Background: an optimization exercise with open tools, aiming at small area and a short achievable clock period. Do not read the settings as production practice.
No run shown here included a check of the RTL's function; only the layout flow was run.
No activity file was given, so power comes from the tool's default toggle rates.

`flow/flow/run.sh`:
```
#!/bin/bash
# The standard layout, with plain buffers on the ports instead of the delay
# buffers buffer_ports picks by default. Every port still gets its buffer.
set -euo pipefail
export BUFFER_PORTS_ARGS="-buffer_cell sky130_fd_sc_hd__buf_2"
bash standard.sh > standard.log 2>&1
```
`flow/design.v`:
```
`timescale 1ns/1ps
package axil_pkg;
    localparam int addr_width = 16;
    localparam int data_width = 32;
    localparam int strb_width = 4;
    typedef enum logic [1:0] {
        resp_okay   = 2'b00,
        resp_slverr = 2'b10
    } resp_t;
    typedef enum logic [1:0] {
        wr_idle,
        wr_data,
        wr_resp
    } wr_state_t;
    typedef enum logic {
        rd_idle,
        rd_resp
    } rd_state_t;
endpackage
`timescale 1ns/1ps
package ranker_pkg;
    localparam logic [15:0] addr_control = 16'h0000;
    localparam logic [15:0] addr_status  = 16'h0004;
    localparam logic [15:0] addr_config  = 16'h0008;
    localparam logic [15:0] addr_hash_lo = 16'h0020;
    localparam logic [15:0] addr_hash_hi = 16'h0024;
    localparam logic [15:0] addr_seg_lo  = 16'h0028;
    localparam logic [15:0] addr_seg_hi  = 16'h002C;
    localparam logic [15:0] addr_pos_lo  = 16'h0030;
    localparam logic [15:0] addr_pos_hi  = 16'h0034;
    localparam logic [15:0] addr_score   = 16'h0038;
    localparam logic [15:0] addr_result  = 16'h003C;
    localparam int ctrl_valid_bit  = 1;
    localparam int status_done_bit = 1;
    localparam int status_rank_lo  = 16;
    typedef logic [63:0] key_t;
    typedef logic [31:0] score_t;
    typedef logic [15:0] rank_t;
endpackage
`timescale 1ns/1ps
`timescale 1ns/1ps
`timescale 1ns/1ps
`timescale 1ns/1ps
module ranker_top (
    input  logic                  clk,
    input  logic                  reset,
    input  logic [axil_pkg::addr_width-1:0] awaddr,
    input  logic                  awvalid,
    output logic                  awready,
    input  logic [axil_pkg::data_width-1:0] wdata,
    input  logic [axil_pkg::strb_width-1:0] wstrb,
    input  logic                  wvalid,
    output logic                  wready,
    output axil_pkg::resp_t                 bresp,
    output logic                  bvalid,
    input  logic                  bready,
    input  logic [axil_pkg::addr_width-1:0] araddr,
    input  logic                  arvalid,
    output logic                  arready,
    output logic [axil_pkg::data_width-1:0] rdata,
    output axil_pkg::resp_t                 rresp,
    output logic                  rvalid,
    input  logic                  rready,
    output logic                  irq_out
);
    localparam logic [3:0] w_control = 4'h0;
    localparam logic [3:0] w_status  = 4'h1;
    localparam logic [3:0] w_config  = 4'h2;
    localparam logic [3:0] w_hash_lo = 4'h8;
    localparam logic [3:0] w_hash_hi = 4'h9;
    localparam logic [3:0] w_seg_lo  = 4'hA;
    localparam logic [3:0] w_seg_hi  = 4'hB;
    localparam logic [3:0] w_pos_lo  = 4'hC;
    localparam logic [3:0] w_pos_hi  = 4'hD;
    localparam logic [3:0] w_score   = 4'hE;
    localparam logic [3:0] w_result  = 4'hF;
    function automatic logic writable(input logic [15:0] a);
        writable = (a[15:6] == 10'd0) && (a[1:0] == 2'd0) &&
                   (a[5:2] == w_control || a[5:2] == w_config ||
                    (a[5:2] >= w_hash_lo && a[5:2] != w_result));
    endfunction
    function automatic logic readable(input logic [15:0] a);
        readable = (a[15:6] == 10'd0) && (a[1:0] == 2'd0) &&
                   (a[5:2] <= w_config || a[5:2] >= w_hash_lo);
    endfunction
    logic       st_busy, st_data, st_resp;
    logic       aw_err;
    logic [8:0] wsel;    
    function automatic logic [3:0] w_target(input int i);
        case (i)
            0: w_target = w_control;
            1: w_target = w_config;
            2: w_target = w_hash_lo;
            3: w_target = w_hash_hi;
            4: w_target = w_seg_lo;
            5: w_target = w_seg_hi;
            6: w_target = w_pos_lo;
            7: w_target = w_pos_hi;
            default: w_target = w_score;
        endcase
    endfunction
    assign awready = !st_busy;
    logic       aw_idle;
    assign aw_idle = !(st_data || st_resp);
    assign wready  = st_data;
    assign bvalid  = st_resp;
    assign bresp   = axil_pkg::resp_t'({aw_err, 1'b0});
    always_ff @(posedge clk or posedge reset) begin
        if (reset) begin
            st_busy <= 1'b0;
            st_data <= 1'b0;
            st_resp <= 1'b0;
        end else begin
            if (aw_idle && awvalid) st_busy <= 1'b1;
            else if (st_resp && bready) st_busy <= 1'b0;
            if (aw_idle && awvalid) st_data <= 1'b1;
            else if (st_data && wvalid) st_data <= 1'b0;
            if (st_data && wvalid) st_resp <= 1'b1;
            else if (st_resp && bready) st_resp <= 1'b0;
        end
    end
    always_ff @(posedge clk) begin
        if (aw_idle) aw_err <= !writable(awaddr);
        for (int i = 0; i < 9; i++) begin
            if (aw_idle)
                wsel[i] <= awvalid && writable(awaddr) && awaddr[5:2] == w_target(i);
            else if (st_data && wvalid)
                wsel[i] <= 1'b0;
        end
    end
    logic        live_q;
    logic [31:0] control_q, config_q, hash_lo_q, hash_hi_q, seg_lo_q, seg_hi_q;
    logic [31:0] pos_lo_q, pos_hi_q, score_q, result_q;
    logic        done_q;
    logic [31:0] wr_data;
    always_ff @(posedge clk or posedge reset) begin
        if (reset) live_q <= 1'b0;
        else       live_q <= 1'b1;
    end
    assign wr_data = live_q ? wdata : 32'd0;
    logic [8:0]  lane_en [4];
    always_comb begin
        for (int i = 0; i < 4; i++) begin
            for (int r = 0; r < 9; r++) lane_en[i][r] = !live_q || (wsel[r] && wvalid && wstrb[i]);
        end
    end
    always_ff @(posedge clk) begin
        for (int i = 0; i < 4; i++) begin
            if (lane_en[i][0]) control_q[i*8 +: 8] <= wr_data[i*8 +: 8];
            if (lane_en[i][1]) config_q[i*8 +: 8]  <= wr_data[i*8 +: 8];
            if (lane_en[i][2]) hash_lo_q[i*8 +: 8] <= wr_data[i*8 +: 8];
            if (lane_en[i][3]) hash_hi_q[i*8 +: 8] <= wr_data[i*8 +: 8];
            if (lane_en[i][4]) seg_lo_q[i*8 +: 8]  <= wr_data[i*8 +: 8];
            if (lane_en[i][5]) seg_hi_q[i*8 +: 8]  <= wr_data[i*8 +: 8];
            if (lane_en[i][6]) pos_lo_q[i*8 +: 8]  <= wr_data[i*8 +: 8];
            if (lane_en[i][7]) pos_hi_q[i*8 +: 8]  <= wr_data[i*8 +: 8];
            if (lane_en[i][8]) score_q[i*8 +: 8]   <= wr_data[i*8 +: 8];
        end
    end
    logic [63:0] same;
    logic [31:0] diff1_q, diff2_q, res_diff_q;
    logic [6:0]  cnt_q;
    logic        run1_q, run2_q, res_en_q;
    assign same = ~({hash_hi_q, hash_lo_q} ^ {seg_hi_q, seg_lo_q});
    function automatic logic [1:0] fa(input logic a, input logic b, input logic c);
        fa = {(a & b) | (a & c) | (b & c), a ^ b ^ c};
    endfunction
    function automatic logic [1:0] ha(input logic a, input logic b);
        ha = {a & b, a ^ b};
    endfunction
    logic t1_1, t1_2, t1_3, t1_4, t1_5, t1_6, t1_7, t1_8, t1_9, t1_10, t1_11, t1_12, t1_13, t1_14, t1_15, t1_16, t1_17, t1_18, t1_19, t1_20, t1_21, t1_22, t1_23, t1_24, t1_25, t1_26, t1_27, t1_28, t1_29, t1_30, t1_31, t1_32, t1_33, t1_34, t1_35, t1_36, t1_37, t1_38, t1_39, t1_40, t1_41, t1_42, t1_43, t1_44, t1_45, t1_46, t1_47, t1_48, t1_49, t1_50, t1_51, t1_52, t1_53, t1_54, t1_55, t1_56, t1_57, t1_58, t1_59, t1_60, t1_61, t1_62, t1_63, t1_64, t1_65, t1_66, t1_67, t1_68, t1_69, t1_70, t1_71, t1_72, t1_73, t1_74, t1_75, t1_76, t1_77, t1_78, t1_79, t1_80, t1_81, t1_82, t1_83, t1_84, t1_85, t1_86, t1_87, t1_88;
    assign {t1_2, t1_1} = fa(same[0], same[1], same[2]);
    assign {t1_4, t1_3} = fa(same[3], same[4], same[5]);
    assign {t1_6, t1_5} = fa(same[6], same[7], same[8]);
    assign {t1_8, t1_7} = fa(same[9], same[10], same[11]);
    assign {t1_10, t1_9} = fa(same[12], same[13], same[14]);
    assign {t1_12, t1_11} = fa(same[15], same[16], same[17]);
    assign {t1_14, t1_13} = fa(same[18], same[19], same[20]);
    assign {t1_16, t1_15} = fa(same[21], same[22], same[23]);
    assign {t1_18, t1_17} = fa(same[24], same[25], same[26]);
    assign {t1_20, t1_19} = fa(same[27], same[28], same[29]);
    assign {t1_22, t1_21} = fa(same[30], same[31], same[32]);
    assign {t1_24, t1_23} = fa(same[33], same[34], same[35]);
    assign {t1_26, t1_25} = fa(same[36], same[37], same[38]);
    assign {t1_28, t1_27} = fa(same[39], same[40], same[41]);
    assign {t1_30, t1_29} = fa(same[42], same[43], same[44]);
    assign {t1_32, t1_31} = fa(same[45], same[46], same[47]);
    assign {t1_34, t1_33} = fa(same[48], same[49], same[50]);
    assign {t1_36, t1_35} = fa(same[51], same[52], same[53]);
    assign {t1_38, t1_37} = fa(same[54], same[55], same[56]);
    assign {t1_40, t1_39} = fa(same[57], same[58], same[59]);
    assign {t1_42, t1_41} = fa(same[60], same[61], same[62]);
    assign {t1_44, t1_43} = fa(same[63], t1_1, t1_3);
    assign {t1_46, t1_45} = fa(t1_5, t1_7, t1_9);
    assign {t1_48, t1_47} = fa(t1_11, t1_13, t1_15);
    assign {t1_50, t1_49} = fa(t1_17, t1_19, t1_21);
    assign {t1_52, t1_51} = fa(t1_23, t1_25, t1_27);
    assign {t1_54, t1_53} = fa(t1_29, t1_31, t1_33);
    assign {t1_56, t1_55} = fa(t1_35, t1_37, t1_39);
    assign {t1_58, t1_57} = fa(t1_41, t1_43, t1_45);
    assign {t1_60, t1_59} = fa(t1_47, t1_49, t1_51);
    assign {t1_62, t1_61} = fa(t1_2, t1_4, t1_6);
    assign {t1_64, t1_63} = fa(t1_8, t1_10, t1_12);
    assign {t1_66, t1_65} = fa(t1_14, t1_16, t1_18);
    assign {t1_68, t1_67} = fa(t1_20, t1_22, t1_24);
    assign {t1_70, t1_69} = fa(t1_26, t1_28, t1_30);
    assign {t1_72, t1_71} = fa(t1_32, t1_34, t1_36);
    assign {t1_74, t1_73} = fa(t1_38, t1_40, t1_42);
    assign {t1_76, t1_75} = fa(t1_44, t1_46, t1_48);
    assign {t1_78, t1_77} = fa(t1_50, t1_52, t1_54);
    assign {t1_80, t1_79} = fa(t1_56, t1_61, t1_63);
    assign {t1_82, t1_81} = fa(t1_65, t1_67, t1_69);
    assign {t1_84, t1_83} = fa(t1_62, t1_64, t1_66);
    assign {t1_86, t1_85} = fa(t1_68, t1_70, t1_72);
    assign {t1_88, t1_87} = ha(t1_84, t1_86);
    logic [20:0] tree1_q;
    always_ff @(posedge clk) begin
        tree1_q[0] <= t1_53;   
        tree1_q[1] <= t1_55;   
        tree1_q[2] <= t1_57;   
        tree1_q[3] <= t1_59;   
        tree1_q[4] <= t1_71;   
        tree1_q[5] <= t1_73;   
        tree1_q[6] <= t1_58;   
        tree1_q[7] <= t1_60;   
        tree1_q[8] <= t1_75;   
        tree1_q[9] <= t1_77;   
        tree1_q[10] <= t1_79;   
        tree1_q[11] <= t1_81;   
        tree1_q[12] <= t1_74;   
        tree1_q[13] <= t1_76;   
        tree1_q[14] <= t1_78;   
        tree1_q[15] <= t1_80;   
        tree1_q[16] <= t1_82;   
        tree1_q[17] <= t1_83;   
        tree1_q[18] <= t1_85;   
        tree1_q[19] <= t1_87;   
        tree1_q[20] <= t1_88;   
    end
    logic t2_1, t2_2, t2_3, t2_4, t2_5, t2_6, t2_7, t2_8, t2_9, t2_10, t2_11, t2_12, t2_13, t2_14, t2_15, t2_16, t2_17, t2_18, t2_19, t2_20, t2_21, t2_22, t2_23, t2_24, t2_25, t2_26;
    assign {t2_2, t2_1} = fa(tree1_q[0], tree1_q[1], tree1_q[2]);
    assign {t2_4, t2_3} = fa(tree1_q[4], tree1_q[5], tree1_q[6]);
    assign {t2_6, t2_5} = fa(tree1_q[7], tree1_q[8], tree1_q[9]);
    assign {t2_8, t2_7} = fa(tree1_q[10], tree1_q[11], t2_2);
    assign {t2_10, t2_9} = fa(t2_3, t2_5, t2_7);
    assign {t2_12, t2_11} = fa(tree1_q[12], tree1_q[13], tree1_q[14]);
    assign {t2_14, t2_13} = fa(tree1_q[15], tree1_q[16], tree1_q[17]);
    assign {t2_16, t2_15} = fa(tree1_q[18], t2_4, t2_6);
    assign {t2_18, t2_17} = fa(t2_11, t2_13, t2_8);
    assign {t2_20, t2_19} = fa(t2_15, t2_10, t2_17);
    assign {t2_22, t2_21} = fa(tree1_q[19], t2_12, t2_14);
    assign {t2_24, t2_23} = fa(t2_16, t2_21, t2_18);
    assign {t2_26, t2_25} = fa(tree1_q[20], t2_22, t2_24);
    logic [6:0] tree2a_q, tree2b_q;
    always_ff @(posedge clk) begin
        tree2a_q[0] <= tree1_q[3];
        tree2b_q[0] <= t2_1;
        tree2a_q[1] <= t2_9;
        tree2b_q[1] <= 1'b0;
        tree2a_q[2] <= t2_19;
        tree2b_q[2] <= 1'b0;
        tree2a_q[3] <= t2_20;
        tree2b_q[3] <= t2_23;
        tree2a_q[4] <= t2_25;
        tree2b_q[4] <= 1'b0;
        tree2a_q[5] <= t2_26;
        tree2b_q[5] <= 1'b0;
        tree2a_q[6] <= 1'b0;
        tree2b_q[6] <= 1'b0;
    end
    logic [6:0] cnt3;
    assign cnt3 = tree2a_q + tree2b_q;
    logic        borrow1_q;
    always_ff @(posedge clk) begin
        {borrow1_q, diff1_q[15:0]} <= {1'b0, score_q[15:0]} - {1'b0, pos_lo_q[15:0]};
        diff1_q[31:16] <= score_q[31:16];
        diff2_q <= {diff1_q[31:16] - {15'd0, borrow1_q}, diff1_q[15:0]};
    end
    always_ff @(posedge clk or posedge reset) begin
        if (reset) begin
            run1_q <= 1'b0;
            run2_q <= 1'b0;
        end else begin
            run1_q <= control_q[ranker_pkg::ctrl_valid_bit] && live_q;
            run2_q <= run1_q;
        end
    end
    assign irq_out = run2_q;
    always_ff @(posedge clk) res_en_q <= run1_q;
    always_ff @(posedge clk or posedge reset) begin
        if (reset)       done_q <= 1'b0;
        else if (run2_q) done_q <= 1'b1;
    end
    always_ff @(posedge clk) begin
        if (res_en_q) begin
            res_diff_q <= diff2_q;
            cnt_q      <= cnt3;
        end
    end
    assign result_q = res_diff_q + {17'd0, cnt_q, 8'd0};
    logic        rd_idle, rd_busy;
    logic [31:0] rd_word;
    logic        rd_ok;
    logic        rd_err;
    assign arready = !rd_busy;
    assign rvalid  = rd_busy;
    assign rresp   = axil_pkg::resp_t'({rd_err, 1'b0});
    always_ff @(posedge clk or posedge reset) begin
        if (reset) begin
            rd_idle <= 1'b1;
            rd_busy <= 1'b0;
        end else begin
            if (arvalid && rd_idle) begin
                rd_idle <= 1'b0;
                rd_busy <= 1'b1;
            end else if (rd_busy && rready) begin
                rd_idle <= 1'b1;
                rd_busy <= 1'b0;
            end
        end
    end
    assign rd_ok = readable(araddr);
    always_comb begin
        case (araddr[5:2])
            w_control: rd_word = control_q;
            w_status:  rd_word = {9'd0, done_q ? cnt_q : 7'd0, 14'd0, done_q, 1'b0};
            w_config:  rd_word = config_q;
            w_hash_lo: rd_word = hash_lo_q;
            w_hash_hi: rd_word = hash_hi_q;
            w_seg_lo:  rd_word = seg_lo_q;
            w_seg_hi:  rd_word = seg_hi_q;
            w_pos_lo:  rd_word = pos_lo_q;
            w_pos_hi:  rd_word = pos_hi_q;
            w_score:   rd_word = score_q;
            w_result:  rd_word = done_q ? result_q : 32'd0;
            default:   rd_word = '0;
        endcase
        if (!rd_ok || !live_q) rd_word = '0;
    end
    always_ff @(posedge clk) begin
        if (rd_idle) begin
            rdata  <= rd_word;
            rd_err <= !rd_ok;
        end
    end
endmodule
```
`flow/config.mk`:
```
export PLATFORM = sky130hd
export DESIGN_NAME = ranker_top
export DESIGN_NICKNAME = ranker_top
export VERILOG_FILES = /design/flow/design.v
export SDC_FILE = /design/flow/constraint.sdc
export NUM_CORES = 4
export LEC_CHECK = 0
export CAP_MARGIN = 20
export CORE_MARGIN = 2
export CORE_UTILIZATION = 40
export CTS_BUF_LIST = sky130_fd_sc_hd__clkbuf_8 sky130_fd_sc_hd__clkbuf_16
export CTS_CLUSTER_DIAMETER = 100
export CTS_CLUSTER_SIZE = 30
export PLACE_DENSITY = 0.8
export SETUP_SLACK_MARGIN = 4.8
export SLEW_MARGIN = 20
```
`flow/standard.sh`:
```
#!/bin/bash
# synth_recipe.tcl (not shown) runs the flow's synth.tcl, then flattens the netlist and writes it again
# the make line also repeats each setting of config.mk as NAME=value (left out here)
make -C /OpenROAD-flow-scripts/flow DESIGN_CONFIG=/design/flow/config.mk WORK_HOME=/design/flow/orfs CLKGATE_MAP_FILE= SYNTH_SCRIPT=/design/flow/synth_recipe.tcl "${@:-finish}"
```
`flow/constraint.sdc`:
```
create_clock -name core_clock -period 7.5 [get_ports {clk}]
set_input_delay 1.5000 -clock core_clock [delete_from_list [all_inputs] [get_ports {clk}]]
set_output_delay 1.5000 -clock core_clock [all_outputs]
set_load 0.01 [all_outputs]
```
==> metrics.yaml, run 1 <==
reg2reg_to: "rdata[28]"
critical_path.max_fanout: 1
final_common_cell: "edfxtp_1"
drt_wl_total_um: 50400
synthFlopType: "edfxtp_1"
routedWlPerCell_um: 24.4
path_cells: "buf_2"
grt_overflow: 0
most-common-layout-cells: "edfxtp_1 (370), nand2_1 (117), buf_2 (111)"
relSlewSlack: 0.523
sw_frac_of_total: 0.295
die_h_um: 225
ys_seq_area_frac: 0.680
status: "no timing/DRC/antenna violations"
num_io_pins: 117
cts_tree: "done"
slew_violations: 0
worst_hold_slack_ps: 336
diodes: 0
tightest_slew_ps: 716
core-area_um2: 47900
dpl.hpwl_um: 33500
clk_latency_ps: 550
end_kind: "output pin"
area_growth_pct: 11.6
intPower_mw: 4.28
reg2reg_from: "cnt_q[5]"
postLayoutCellArea_um2: 21700
yosys_warnings: 2
r2r_cells: 9
syn_avg_cell_area_um2: 14.7
cts_root_buf: "clkbuf_16"
grt_max_degree: 61
die_x_um: 225
slowest_stage: "edfxtp_1"
slowest_delay_ps: 510
cap_viol_max_count: 0
ctsLongestPathBuffers: 3
min_path_type: "reg -> reg"
worstSetupPathDepth: 1
drive_gt1_frac: 0.143
port_buffers: 114
peakVddDrop_uv: 162
place_congestion: 0.881
power.density_nw_per_um2: 279
period_share: 0.366
fmax_mhz: 364
grt_pass1_vias: 12000
vias_per_cell: 5.75
dr.first_iter.drc_count: 1846
fin_nets: 1602
dp.cells: 2019
r2r_slack_ps: 4780
postPlaceCellArea_um2: 20900
die_area_um2: 50500
rows: 80
synthArstFlopShare: 0.0190
worstSetupPathType: "reg -> out"
antenna_found_initial: 1
synth-seq-cells: 474
seq_power_share: 0.578
layoutNonFillerInstCount: 2067
power.switching_mw: 1.79
hold_depth: 0
p_comb_frac: 0.220
tns_ps: 0
vias: 11900
min_to: "diff2_q[4]"
clk_pin_slew_worst_paths_ps: 110
netlist_instances: 1326
cts_made_buffers: 19
power_mw: 6.07
min-delay-start: "diff1_q[4]"
initial_core_util: 0.406
clkSinkCount: 474
leakage_nw: 8.02
cp_num_buf_inv: 1
firstDrtPassIters: 8
fin_crit_ps: 2750
setup_viol: 0
cp-start-kind: "flop"
clkPwrFrac: 0.202
finalHoldViolCount: 0
drc: 0
cp_top_family: "flip-flops"
synth_edf_count: 370
skew_ps: 16.1
grt_use_total: 0.196
htree_num_levels: 1
synth_area_um2: 19500
rsz0062_at_grt: "true"
critPathArrivalTime_ps: 1250
ys_types: 57
crit_required_ps: 6000
grt_pass1_wl_um: 74100
antenna_left: 0
Yosys cell counts, drive strengths merged, types with 24 or more instances:
library cell | count | share of area
a22oi | 43 | 0.017
fa | 58 | 0.060
nand3 | 24 | 0.0062
xor2 | 45 | 0.020
and2 | 37 | 0.012
nor2 | 44 | 0.0085
a21oi | 26 | 0.0069
dfxtp | 95 | 0.098
a221oi | 27 | 0.012
inv | 84 | 0.016
ha | 29 | 0.019
clkbuf | 30 | 0.0058
xnor2 | 69 | 0.031
edfxtp | 370 | 0.57
nand2 | 119 | 0.023
a222oi | 44 | 0.023
stage by stage:
| stage | worst slack (ps) | utilization |
|---|---|---|
| floorplan | 4650 | - |
| global placement | 3860 | 0.435 |
| detailed placement | 3860 | 0.435 |
| CTS | 4750 | 0.450 |
| global route | 4720 | 0.453 |
| finish | 4750 | 0.453 |
power groups by stage:
| stage | Clock, mW | Sequential [mW] | Combinational (mW) |
|---|---|---|---|
| finish | 1.23 | 3.51 | 1.34 |
| global route | 1.31 | 3.53 | 1.50 |
| CTS | 1.23 | 3.50 | 1.31 |
| detailed placement | 0 | 3.56 | 1.28 |
| global placement | 0 | 3.54 | 1.21 |
| floorplan | 0 | 3.47 | 0.848 |
repair_timing:
| action | 4_1_cts | 5_1_grt |
|---|---|---|
| setup buffers | 11 | 1 |
| gates cloned | 1 | 2 |
| endpoints found under the hold margin | 0 | 0 |
| hold buffers | 0 | 0 |
| setup endpoints to repair | 36 | 24 |
| resized for setup | 21 | 24 |
| pin swaps | 6 | 7 |
layout make-up:
cell class                      instances  area (µm²)
Multi-Input combinational cell        720        5950
Clock inverter                         14        57.6
Tap cell                              615         769
Inverter                               84         315
Timing Repair Buffer                  141         928
Clock buffer                           19         475
Fill cell                            4014       26200
Sequential cell                       474       13200
cells by family after synthesis:
kind of cell	share of synthesized area
flip-flops	0.680
AND/OR/NAND/NOR	0.0729
AO/OA/AOI/OAI	0.0891
buffers and inverters	0.0276
XOR/XNOR	0.0512
adder cells (fa/ha/maj)	0.0782
other	0.000385
multiplexers	0.00103
worst max-delay path by stage:
stage	start	slack, ps	end
5_1_grt	cnt_q[2]	4720	rdata[31]
6_report	rdata[29]	4750	rdata[29]
4_1_cts	rdata[29]	4750	rdata[29]
3_5_place_dp	araddr[5]	3860	rdata[28]
3_3_place_gp	araddr[3]	3860	rdata[22]
2_1_floorplan	araddr[2]	4650	rdata[14]
layer usage:
metal,track usage,wire (µm)
met5,0,18
met4,0.0560,1670
met3,0.0314,5030
met2,0.331,24400
met1,0.263,19200
==> inputs of run 2 (changes only) <==
--- a/flow/config.mk
+++ b/flow/config.mk
@@ -11,6 +11,5 @@
 export CTS_BUF_LIST = sky130_fd_sc_hd__clkbuf_8 sky130_fd_sc_hd__clkbuf_16
 export CTS_CLUSTER_DIAMETER = 100
 export CTS_CLUSTER_SIZE = 30
-export PLACE_DENSITY = 0.8
-export SETUP_SLACK_MARGIN = 4.8
+export SETUP_SLACK_MARGIN = 4.78
 export SLEW_MARGIN = 20
==> run 2 against run 1 <==
First-iteration DRC count decreased by 30%. Via count decreased by 3.5%. Clock power about the same. Non-clock buffer count increased by 15. Fmax increased by 1.2%. Still clean on timing, DRC and antenna. Critical path type is now in -> reg. Worst hold slack got worse by 0.59 ps. Worst setup slack improved by 32 ps. Clock skew increased by 3.8 ps. Final area increased by 0.91%. Utilization increased by 0.41 points. Die area unchanged.
==> metrics.yaml, run 2 <==
fin_crit_ps: 2710  # was 2750 ps
grt_overflow: 0  # unchanged
ys_types: 57  # unchanged
tns_ps: 0  # unchanged
yosys_warnings: 2  # unchanged
peakVddDrop_uv: 153  # was 162 µV
postLayoutCellArea_um2: 21900  # was 21700 µm²
synth_common_cells: "edfxtp_1 (370), nand2_1 (118), dfxtp_1 (95), inv_1 (84), xnor2_1 (69)"  # unchanged
drive_gt1_frac: 0.153  # was 0.143
cp-start-kind: "input pin"  # was flop
synth_edf_count: 370  # unchanged
core-area_um2: 47900  # unchanged
clk_latency_ps: 560  # was 550 ps
n_fill_cell: 4167  # was 4014
synth_top_family_by_area: "compound AO/OA/AOI/OAI gates"  # unchanged
die_area_um2: 50500  # unchanged
grt_use_total: 0.205  # was 0.196
initial_core_util: 0.406  # unchanged
min_path_type: "reg -> reg"  # unchanged
crit_required_ps: 7810  # was 6000 ps
reg2reg_to: "rdata[28]"  # unchanged
grt_max_degree: 44  # was 61
ys_seq_area_frac: 0.680  # unchanged
cts_tree: "done"  # unchanged
num_io_pins: 117  # unchanged
area_growth_pct: 12.6  # was 11.6%
end_kind: "flop"  # was output pin
postPlaceCellArea_um2: 20900  # about the same
worstSetupPathType: "in -> reg"  # was reg -> out
leakage_nw: 8.13  # was 8.02 nW
cts_made_buffers: 19  # unchanged
firstDrtPassIters: 7  # was 8
synthAdderAreaFrac: 0.0782  # unchanged
place_congestion: 0.828  # was 0.881
dr.first_iter.drc_count: 1299  # was 1846
worstSetupEndpoint: "rdata[12]"  # was rdata[29]
synthTopCellsByArea: "edfxtp_1 (57%), dfxtp_1 (9.8%), fa_1 (6.0%), xnor2_1 (3.1%), nand2_1 (2.3%)"  # unchanged
critical_path.max_fanout: 7  # was 1
port_buffers: 114  # unchanged
diodes: 0  # unchanged
fmax_mhz: 368  # was 364 MHz
grt_pass1_wl_um: 75900  # was 74100 µm
crit_path_start: "araddr[4]"  # was rdata[29]
antenna_left: 0  # unchanged
antenna_found_initial: 4  # was 1
vias: 11500  # was 11.9k
fin_nets: 1616  # was 1602
dpl.hpwl_um: 36600  # was 33500 µm
reg2reg_from: "cnt_q[0]"  # was cnt_q[5]
status: "no timing/DRC/antenna violations"  # unchanged
die_x_um: 225  # unchanged
r2r_slack_ps: 4870  # was 4780 ps
skew_ps: 19.9  # was 16.1 ps
synthFlopType: "edfxtp_1"  # unchanged
r2r_cells: 11  # was 9
ctsLongestPathBuffers: 3  # unchanged
cap_viol_max_count: 0  # unchanged
worst_hold_slack_ps: 336  # about the same
yosys.area_share.simple: 0.0729  # unchanged
die_h_um: 225  # unchanged
synth-seq-cells: 474  # unchanged
rows: 80  # unchanged
final_common_cell: "edfxtp_1"  # unchanged
synthArstFlopShare: 0.0190  # unchanged
critPathArrivalTime_ps: 3020  # was 1250 ps
syn_avg_cell_area_um2: 14.7  # unchanged
synth_top_cell_area_share: 0.570  # unchanged
netlist_instances: 1326  # unchanged
htree_num_levels: 1  # unchanged
grt_pass1_vias: 11500  # was 12.0k
yosys.area_share.xor_xnor: 0.0512  # unchanged
cts_root_buf: "clkbuf_16"  # unchanged
synth-compound-area-share: 0.0891  # unchanged
relSlewSlack: 0.512  # was 0.523
synthMostInstantiatedCell: "edfxtp_1"  # unchanged
vias_per_cell: 5.52  # was 5.75
power.density_nw_per_um2: 276  # was 279 nW/µm²
routedWlPerCell_um: 25.3  # was 24.4 µm
yosys.area.top_type: "edfxtp_1"  # unchanged
rsz0062_at_grt: "true"  # unchanged
slew_violations: 0  # unchanged
finalHoldViolCount: 0  # unchanged
clkSinkCount: 474  # unchanged
most-common-layout-cells: "edfxtp_1 (370), nand2_1 (115), buf_2 (110)"  # was edfxtp_1 (370), nand2_1 (117), buf_2 (111)
muxShareOfSynthArea: 0.00103  # unchanged
drc: 0  # unchanged
drt_wl_total_um: 52700  # was 50400 µm
setup_viol: 0  # unchanged
period_share: 0.362  # was 0.366
synth_area_um2: 19500  # unchanged
clk_pin_slew_worst_paths_ps: 110  # about the same
tightest_slew_ps: 725  # was 716 ps
-- run 2: area by class of cell --
type,instances,area (µm²),share of cell area
sequential,474,13200,0.604
multi-input combinational,719,6000,0.273
timing repair buffer,156,1080,0.0492
tap,615,769,0.0351
clock buffer,19,475,0.0217
inverter,84,315,0.0144
clock inverter,14,57.6,0.00262
-- run 2: kinds of logic after synthesis --
logic type               count (synthesis)
multiplexers                             2
buffers and inverters                  134
XOR/XNOR                               114
AND/OR/NAND/NOR                        292
flip-flops                             474
other                                    2
AO/OA/AOI/OAI                          221
adder cells (fa/ha/maj)                 87
-- run 2: worst max-delay path, cell delays in order --
cell and delay, ps:
buf_12 100, nand2b_4 200, nor3_4 90, buf_12 150, buf_4 140, a222oi_1 380
nand3_1 130, nor2_1 220, a21oi_1 100
-- run 2: routing by layer --
layer	vias to the layer above	GRT usage	routed length [µm]	share of wire
met5	-	0	46	0.00087
met4	6	0.0476	1090	0.021
met3	71	0.0239	3420	0.065
met2	447	0.352	26000	0.49
met1	5805	0.281	22200	0.42
li1	5148	-	-	-
-- run 2: how the worst min path moves through the flow --
stage | cells past startpoint | start | endpoint | slack (ps)
global placement | 0 | diff1_q[5] | diff2_q[5] | 310
global route | 0 | diff1_q[5] | diff2_q[5] | 340
finish | 0 | diff1_q[5] | diff2_q[5] | 340
floorplan | 0 | diff1_q[0] | diff2_q[0] | 310
detailed placement | 0 | diff1_q[2] | diff2_q[2] | 310
CTS | 0 | diff1_q[6] | diff2_q[6] | 340
-- run 2: where the power goes --
group          switching [mW]  internal, mW  total (mW)
Clock                   0.772         0.472        1.24
Sequential              0.218          3.27        3.49
Combinational           0.790         0.542        1.33
Total                    1.78          4.28        6.06
-- run 2: repair_timing --
action	CTS	global route
gates resized for setup	34	25
setup endpoints to repair	36	20
hold buffers	0	0
cloned	1	2
pin swaps	11	9
buffers inserted	14	8
-- run 2: through the flow --
step,std cells,total power [mW],setup WS [ps],util
after floorplan,1327,4.32,4650,-
after global placement,2021,4.81,3490,0.435
after detailed placement,2023,4.85,3480,0.435
after CTS,2071,6.09,4770,0.452
after global routing,2081,6.39,4750,0.458
final,2081,6.06,4790,0.458

[static timing again, ports no longer ideal]
The flow's constraints put no driver on any port. The routed layouts listed below were extracted and timed again, unchanged, in two steps. Step 1 sets driving cells, clkbuf_16 on the clock port and buf_2 on the other inputs (assumed; they add their load-dependent delay and slew). Step 2 moves the port delays by t, midway between the first and last clock arrival at a register: inputs arrive t later, outputs are due t later. That takes back most of the time a late clock gives input paths. a / b / c = ideal ports / drivers / drivers and shift; a / b = the first two.
run | t (ns) | slack for setup (ns) | pins driven straight from the clock port
run 1 | 0.588 | 4.753 / 4.703 / 4.248 | 1
run 2 | 0.602 | 4.785 / 4.736 / 4.134 | 1
After both steps setup and hold are still met in every run listed. For run 2, which loses most, drivers alone change the setup slack by -0.049 ns; drivers and shift together by -0.651 ns.
